Background: an optimization exercise with open tools, aiming at small area, a short achievable clock period and few clock cycles per item. Do not read the settings as production practice.
RTL that was checked went through simulation tests only; none was proved equivalent to the original.
No activity file was given, so power comes from the tool's default toggle rates.

run 1:
==> flow/design.v (excerpt) <==
module bit_chunk_lane_splitter_unit
(
   input  logic                  clock,
   input  logic                  reset,
   input  logic                  req_valid,
   output logic                  req_ready,
   input  logic                  req_action,
   input  logic [7:0]            req_data_byte,
   output logic                  rsp_valid,
   input  logic                  rsp_ready,
   output logic [3:0]            rsp_lane,
   output logic [7:0]            rsp_out_byte,
   output logic                  rsp_last,
   input  logic                  csr_we,
   input  logic [CSR_IDX_W-1:0]  csr_index,
   input  logic [CSR_DATA_W-1:0] csr_data
);
   logic [5:0]  cw_q;                  
   logic [4:0]  lc_q;                  
   logic [15:0] en_q;
   logic [5:0]  cw_n;                  
   logic [4:0]  lc_n;
   logic [15:0] en_n;
   logic [BUF_W-1:0] buf_q;
   logic [5:0]       pl_q;
   logic [3:0]       idx_q;
   logic [5:0]       sk_q;              
   logic             fol_q;             
  ...
Size in the first run: about 2600 cells after synthesis, roughly 280 flip-flops, ~47 I/O pins.
export LEC_CHECK = 0
export ABC_AREA = 1
export CAP_MARGIN = 20
export CORE_MARGIN = 2
export CORE_UTILIZATION = 40
export CTS_CLUSTER_DIAMETER = 150
export CTS_CLUSTER_SIZE = 20
export SETUP_SLACK_MARGIN = 3.3
export SLEW_MARGIN = 20
create_clock -name core_clock -period 6.5 [get_ports {clock}]
run.sh (not shown) runs the stock make flow with config.mk's settings and CLKGATE_MAP_FILE= SYNTH_SCRIPT=/design/flow/synth_recipe.tcl, a recipe that flattens the netlist after the stock synthesis.
Run 1 closes out successfully: all stages finished, all timing, DRC and antenna checks passed.
Testbench counts of run 1, summed over its fixed seeds: cycles 5,766, items 4,211.
Edits applied to the flow inputs when going from run 1 to run 2:
Settings: CTS_CLUSTER_SIZE no longer set, was 20; CTS_CLUSTER_DIAMETER no longer set, was 150; SETUP_SLACK_MARGIN now 3.0, was 3.3.
Findings:
From run 1 to run 2 the numbers moved as follows: part of the cycle the worst path needs was more or less identical; total power went up by about 2.3%; total of clock buffers placed in the layout went up by 17; worst setup slack was more or less identical; clock power share went up by 6.2 points. Run 2 ends up with a share of power burned in combinational logic that is 5.5 points lower than in run 1. Run 2: done, clean on timing, DRC and antenna. Looking at critical setup path kind, the in -> out result is from run 2; the reg -> out one comes from run 1.
Setup changes, run 2 to run 3
Settings: putting CTS_CLUSTER_SIZE at 23 where nothing was set; putting TNS_END_PERCENT at 0 where nothing was set; putting CTS_CLUSTER_DIAMETER at 150 where nothing was set.
Results
- Per the final summary, run 3 finished and its layout is clean on timing, DRC and antenna.
- When the final numbers for run 3 and run 2 were put side by side, the via count of the first global-routing pass turned out to be smaller in run 3.
- Delta (run 3 minus run 2): area occupied by multi-input gates decreased about 2%, register share of the cell area increased 1.3 points, met3 global-route usage decreased 1.0 points.
- Taking run 2 as the reference point, the multi-input combinational area share of run 3 rises by 0.93 points.
- Re combinational power: run 2 was higher than run 3.
- Diff run 2 -> run 3: routed wire length fell about 2.6%; fraction of final layout cells with drive strength greater than 1 -2.3 points; total number of vias -107.
--- input diff run 3..run 4 ---
Settings: TNS_END_PERCENT removed (was 0); CTS_CLUSTER_DIAMETER removed (was 150); SETUP_SLACK_MARGIN changed from 3.0 to 2.4; CTS_CLUSTER_SIZE removed (was 23).
Findings:
Run 4 finished end to end and its layout was clean on timing, DRC and antenna.
Taking run 3 as the reference point, the sequential share of layout area of run 4 rises by 0.25 points.
Compared with run 3, in run 4 critical path depth now smaller; worst setup slack now smaller; total area of multi-input combinational cells decreased by 1.9% relative to the old numbers; global routing usage summed across all routing layers now sits higher; routed wire length now sits lower.
Run 4 falls short of run 3 in placed wire-length estimate.
Per the comparison of run 4 with run 3, first-pass GRT wire length now larger, share of power burned in combinational logic fell 5.7 points.

========
Starting RTL as in the previous note.
## bit_chunk_lane_splitter_unit
module bit_chunk_lane_splitter_unit
(
   input  logic                  clock,
   input  logic                  reset,
   input  logic                  req_valid,
   output logic                  req_ready,
   input  logic                  req_action,
   input  logic [7:0]            req_data_byte,
   output logic                  rsp_valid,
   input  logic                  rsp_ready,
   output logic [3:0]            rsp_lane,
   output logic [7:0]            rsp_out_byte,
   output logic                  rsp_last,
   input  logic                  csr_we,
   input  logic [CSR_IDX_W-1:0]  csr_index,
   input  logic [CSR_DATA_W-1:0] csr_data
);
   logic [5:0]  cw_q;                  
   logic [4:0]  lc_q;                  
   logic [15:0] en_q;
   logic [5:0]  cw_n;                  
   logic [4:0]  lc_n;
   logic [15:0] en_n;
   logic [BUF_W-1:0] buf_q;
   logic [5:0]       pl_q;
  ...
Settings: LEC_CHECK=0, ABC_AREA=1, CAP_MARGIN=20, CORE_MARGIN=2, CORE_UTILIZATION=40, CTS_CLUSTER_DIAMETER=150, CTS_CLUSTER_SIZE=23, SETUP_SLACK_MARGIN=3.0, SLEW_MARGIN=20; clock period 6.5 ns.
Testbench counts at the start, summed over its fixed seeds: cycles 5,766, items 4,211.
Then changed:
- CTS_CLUSTER_SIZE: 23 -> 26
The new run completed without violations. Hold slack stays flat. Clock power goes down by about 7%. Routed wire length rose by 0.75%. Sequential power hardly moves. Final area rises by about 0.6%. Total power decreases by about 0.53%. Cell count is higher by about 0.56%. Via count hardly moves. Worst setup slack is better by 0.035 ns.
Then changed:
- CTS_CLUSTER_DIAMETER: 150 -> unset
- CTS_CLUSTER_SIZE: 26 -> unset
- SETUP_SLACK_MARGIN: 3.0 -> 2.7
Synthesized cell count stays the same.
Hold slack hardly moves.
Utilization is higher by 0.15 points.
Worst setup slack got worse by 0.085 ns.
Non-clock buffer count is lower by 39.
Via count stays flat.
Synthesized area is unchanged.
Die area stays the same.
Then changed:
- CORE_UTILIZATION: 40 -> 55
- CTS_CLUSTER_DIAMETER: unset -> 150
- CTS_CLUSTER_SIZE: unset -> 22
- SETUP_SLACK_MARGIN: 2.7 -> 3.0
What happened:
- die area is lower by 27%
- total power is lower by 4.4%
- wire length grows by 1.9%
- worst hold slack stays flat

========
Setup of red:
bit_chunk_lane_splitter_unit, a different RTL version from the one above (not shown whole).
Size in the first run: ~2000 cells after synthesis, about 280 flip-flops, about 47 I/O pins, about 19000 sq um of cells after synthesis.
Settings: LEC_CHECK=0, CAP_MARGIN=20, CORE_MARGIN=2, CORE_UTILIZATION=40, SETUP_SLACK_MARGIN=2.0, SLEW_MARGIN=20; clock period 6.5 ns.
The inputs of green differ from those of red as listed below.
Settings: swapping 2.0 for 2.4 in SETUP_SLACK_MARGIN.
## What came out
green ran to completion and came out clean on the timing, design-rule and antenna checks.
Peak supply drop (green / red): 1.05
Where cell area is concerned, red is better than green.
Clock network fraction of total power, green and red: lower on green
Final cell count of green exceeds that of red slightly.
Higher combinational power was reported by green, not red.
Final worst-path cycle share: green vs red down 6.6 points
Comparing green and red, met3 demand-to-capacity share in global routing is lower on green.
No functional check of the RTL was part of any run of this note.

========
bit_chunk_lane_splitter_unit, a different RTL version from the one above (not shown whole).
Size: roughly 2500 cells after synthesis, roughly 270 flip-flops, about 0.018 mm2 of cells after synthesis.
Settings: LEC_CHECK=0, ABC_AREA=1, CAP_MARGIN=20, CORE_MARGIN=2, CORE_UTILIZATION=40, SETUP_SLACK_MARGIN=2.4, SLEW_MARGIN=20; clock period 6.5 ns.
The first run produced a clean layout.
Testbench counts at the start, summed over its fixed seeds: cycles 5,766, items 4,211.
==> next run, changes <==
--- a/flow/config.mk
+++ b/flow/config.mk
@@ -6,8 +6,7 @@
 export NUM_CORES = 4
 export LEC_CHECK = 0
-export ABC_AREA = 1
 export CAP_MARGIN = 20
 export CORE_MARGIN = 2
 export CORE_UTILIZATION = 40
-export SETUP_SLACK_MARGIN = 2.4
+export SETUP_SLACK_MARGIN = 1.8
 export SLEW_MARGIN = 20
Maximum frequency is lower slightly.
Wire length climbs by a little under a tenth.
Area after synthesis is higher by a few percent.
First-iteration DRC count rose by roughly a tenth.
Register-to-register slack loses 0.09 ns.
Synthesized cell count decreases by about a fifth.
Total power falls by a quarter to a third.
Via count drops by a few percent.

========
Setup of T:
bit_chunk_lane_splitter_unit, a different RTL version from the one above (not shown whole).
Size: ~2,100 cells after synthesis, ~47 I/O pins, roughly 19,000 um2 of cells after synthesis.
export LEC_CHECK = 0
export CAP_MARGIN = 20
export CORE_MARGIN = 2
export CORE_UTILIZATION = 40
export SETUP_SLACK_MARGIN = 2.4
export SLEW_MARGIN = 20
create_clock -name core_clock -period 6.5 [get_ports {clock}]
T: no failed stages, no open violations at the end
Changes in Q relative to T:
Settings: SETUP_SLACK_MARGIN now 3.0, was 2.4.
Notes after the runs:
Re share of layout cells above drive strength 1: T was lower than Q. Cell area after placement delta (T -> Q): insignificant. Post-layout instance area on Q is up relative to T. Q -> T: post-cts hold buffer count delta 0, exact match. Count of multi-input gates essentially unchanged between T and Q. In Q the total met3 wirelength after detailed routing turned out 19% higher than in T. | final cell count | lower: T |. Q vs T, overall global routing resource usage went up by 0.88 points. Summary of Q over T: final worst slack shows a reduction of 0.028 ns; DRC violation total after the first TritonRoute iteration now sits lower.
Function was not checked in any run of this note: the RTL went through the layout flow alone.

========
Another version of the RTL of bit_chunk_lane_splitter_unit (not shown whole).
Size in the first run: roughly 260 flip-flops, ~47 I/O pins, roughly 0.017 mm² of cells after synthesis.
Settings: LEC_CHECK=0, CAP_MARGIN=20, CORE_MARGIN=2, CORE_UTILIZATION=40, SETUP_SLACK_MARGIN=1.2, SLEW_MARGIN=20; clock period 6.5 ns.
The starting point finished with timing, DRC and antenna clean.
Testbench counts at the start, summed over its fixed seeds: cycles 5,996, items 4,211.
==> next run, changes <==
Settings changed: SETUP_SLACK_MARGIN 1.2 to default.
The changed run finished with timing, DRC and antenna clean.
Synthesized cell count does not change.
Sequential share of layout area goes up by 0.35 points.
Routed wire length went down by 1.4%.
Power shrinks by 2.2%.
Final area falls by 1.1%.

========
RTL: one of the versions met above, not the one the previous note started from.
For scale: ~2600 cells after synthesis, about 47 I/O pins, about 19000 um^2 of cells after synthesis.
make LEC_CHECK=0 ABC_AREA=1 CAP_MARGIN=20 CORE_MARGIN=2 CORE_UTILIZATION=40 CTS_CLUSTER_DIAMETER=150 CTS_CLUSTER_SIZE=23 SETUP_SLACK_MARGIN=3.3 SLEW_MARGIN=20 TNS_END_PERCENT=0 finish   # period 6.5 ns
Testbench counts at the start, summed over its fixed seeds: cycles 5,766, items 4,211.
Then changed:
CTS_CLUSTER_SIZE = 20   (was 23)
SETUP_SLACK_MARGIN = 3.0   (was 3.3)
TNS_END_PERCENT = not set   (was 0)
After rerunning:
- The changed run passed the timing, design-rule and antenna checks
- critical path depth increases by 2
- non-clock buffer count rose by 10
- clock skew hardly moves
Then changed:
CTS_BUF_LIST = sky130_fd_sc_hd__clkbuf_4 sky130_fd_sc_hd__clkbuf_8   (was not set)
CTS_CLUSTER_DIAMETER = not set   (was 150)
CTS_CLUSTER_SIZE = not set   (was 20)
SETUP_SLACK_MARGIN = 2.4   (was 3.0)
Outcome:
- die area does not change
- wire length goes down by 4.1%
- setup slack is worse by 0.27 ns
- fmax decreases by 6.8%

port drivers added, routing unchanged:
How much do the figures lean on ideal ports? The routed layouts below were timed once more, with nothing changed but the port constraints. Step 1, drivers: a clkbuf_16 drives clock and a buf_2 each remaining input, both assumed. Step 2, shift: input delay + t, output delay - t, t = (earliest + latest rising clock arrival at the registers) / 2. This alone moves slack from input paths to output paths. Slacks: ideal ports / drivers / drivers and shift; pairs: ideal ports / drivers.
run | t (ns) | setup slack, ns | slew at the worst register clock pin (ns)
run 1 | 0.587 | 2.767 / 2.709 / 2.310 | 0.10 / 0.10
run 2 | 0.616 | 2.769 / 2.717 / 2.305 | 0.07 / 0.07
run 3 | 0.583 | 2.772 / 2.715 / 2.276 | 0.12 / 0.12
run 4 | 0.601 | 2.502 / 2.450 / 2.016 | 0.07 / 0.07
the first run of note 2 | 0.596 | 2.757 / 2.701 / 2.386 | 0.11 / 0.11
the second run of note 2 | 0.577 | 2.791 / 2.736 / 2.379 | 0.12 / 0.12
the third run of note 2 | 0.618 | 2.706 / 2.694 / 2.123 | 0.06 / 0.06
the fourth run of note 2 | 0.583 | 2.711 / 2.690 / 2.303 | 0.11 / 0.11
red | 0.619 | 2.036 / 2.036 / 1.451 | 0.07 / 0.07
green | 0.604 | 2.466 / 2.433 / 1.893 | 0.06 / 0.06
the first run of note 4 | 0.662 | 1.951 / 1.951 / 1.818 | 0.07 / 0.07
the second run of note 4 | 0.623 | 1.863 / 1.838 / 1.848 | 0.07 / 0.07
T | 0.616 | 2.263 / 2.202 / 1.778 | 0.07 / 0.07
Q | 0.625 | 2.236 / 2.214 / 1.881 | 0.07 / 0.07
the first run of note 6 | 0.653 | 1.349 / 1.349 / 0.878 | 0.07 / 0.07
the second run of note 6 | 0.660 | 0.420 / 0.420 / 0.420 | 0.07 / 0.07
the first run of note 7 | 0.583 | 2.772 / 2.715 / 2.276 | 0.12 / 0.12
the second run of note 7 | 0.606 | 2.757 / 2.701 / 2.377 | 0.11 / 0.11
the third run of note 7 | 0.697 | 2.484 / 2.453 / 1.989 | 0.07 / 0.07
After both steps every run listed still meets setup and hold. The setup slack of red, which loses most, moves by 0.000 ns with the drivers and by -0.585 ns with both steps.
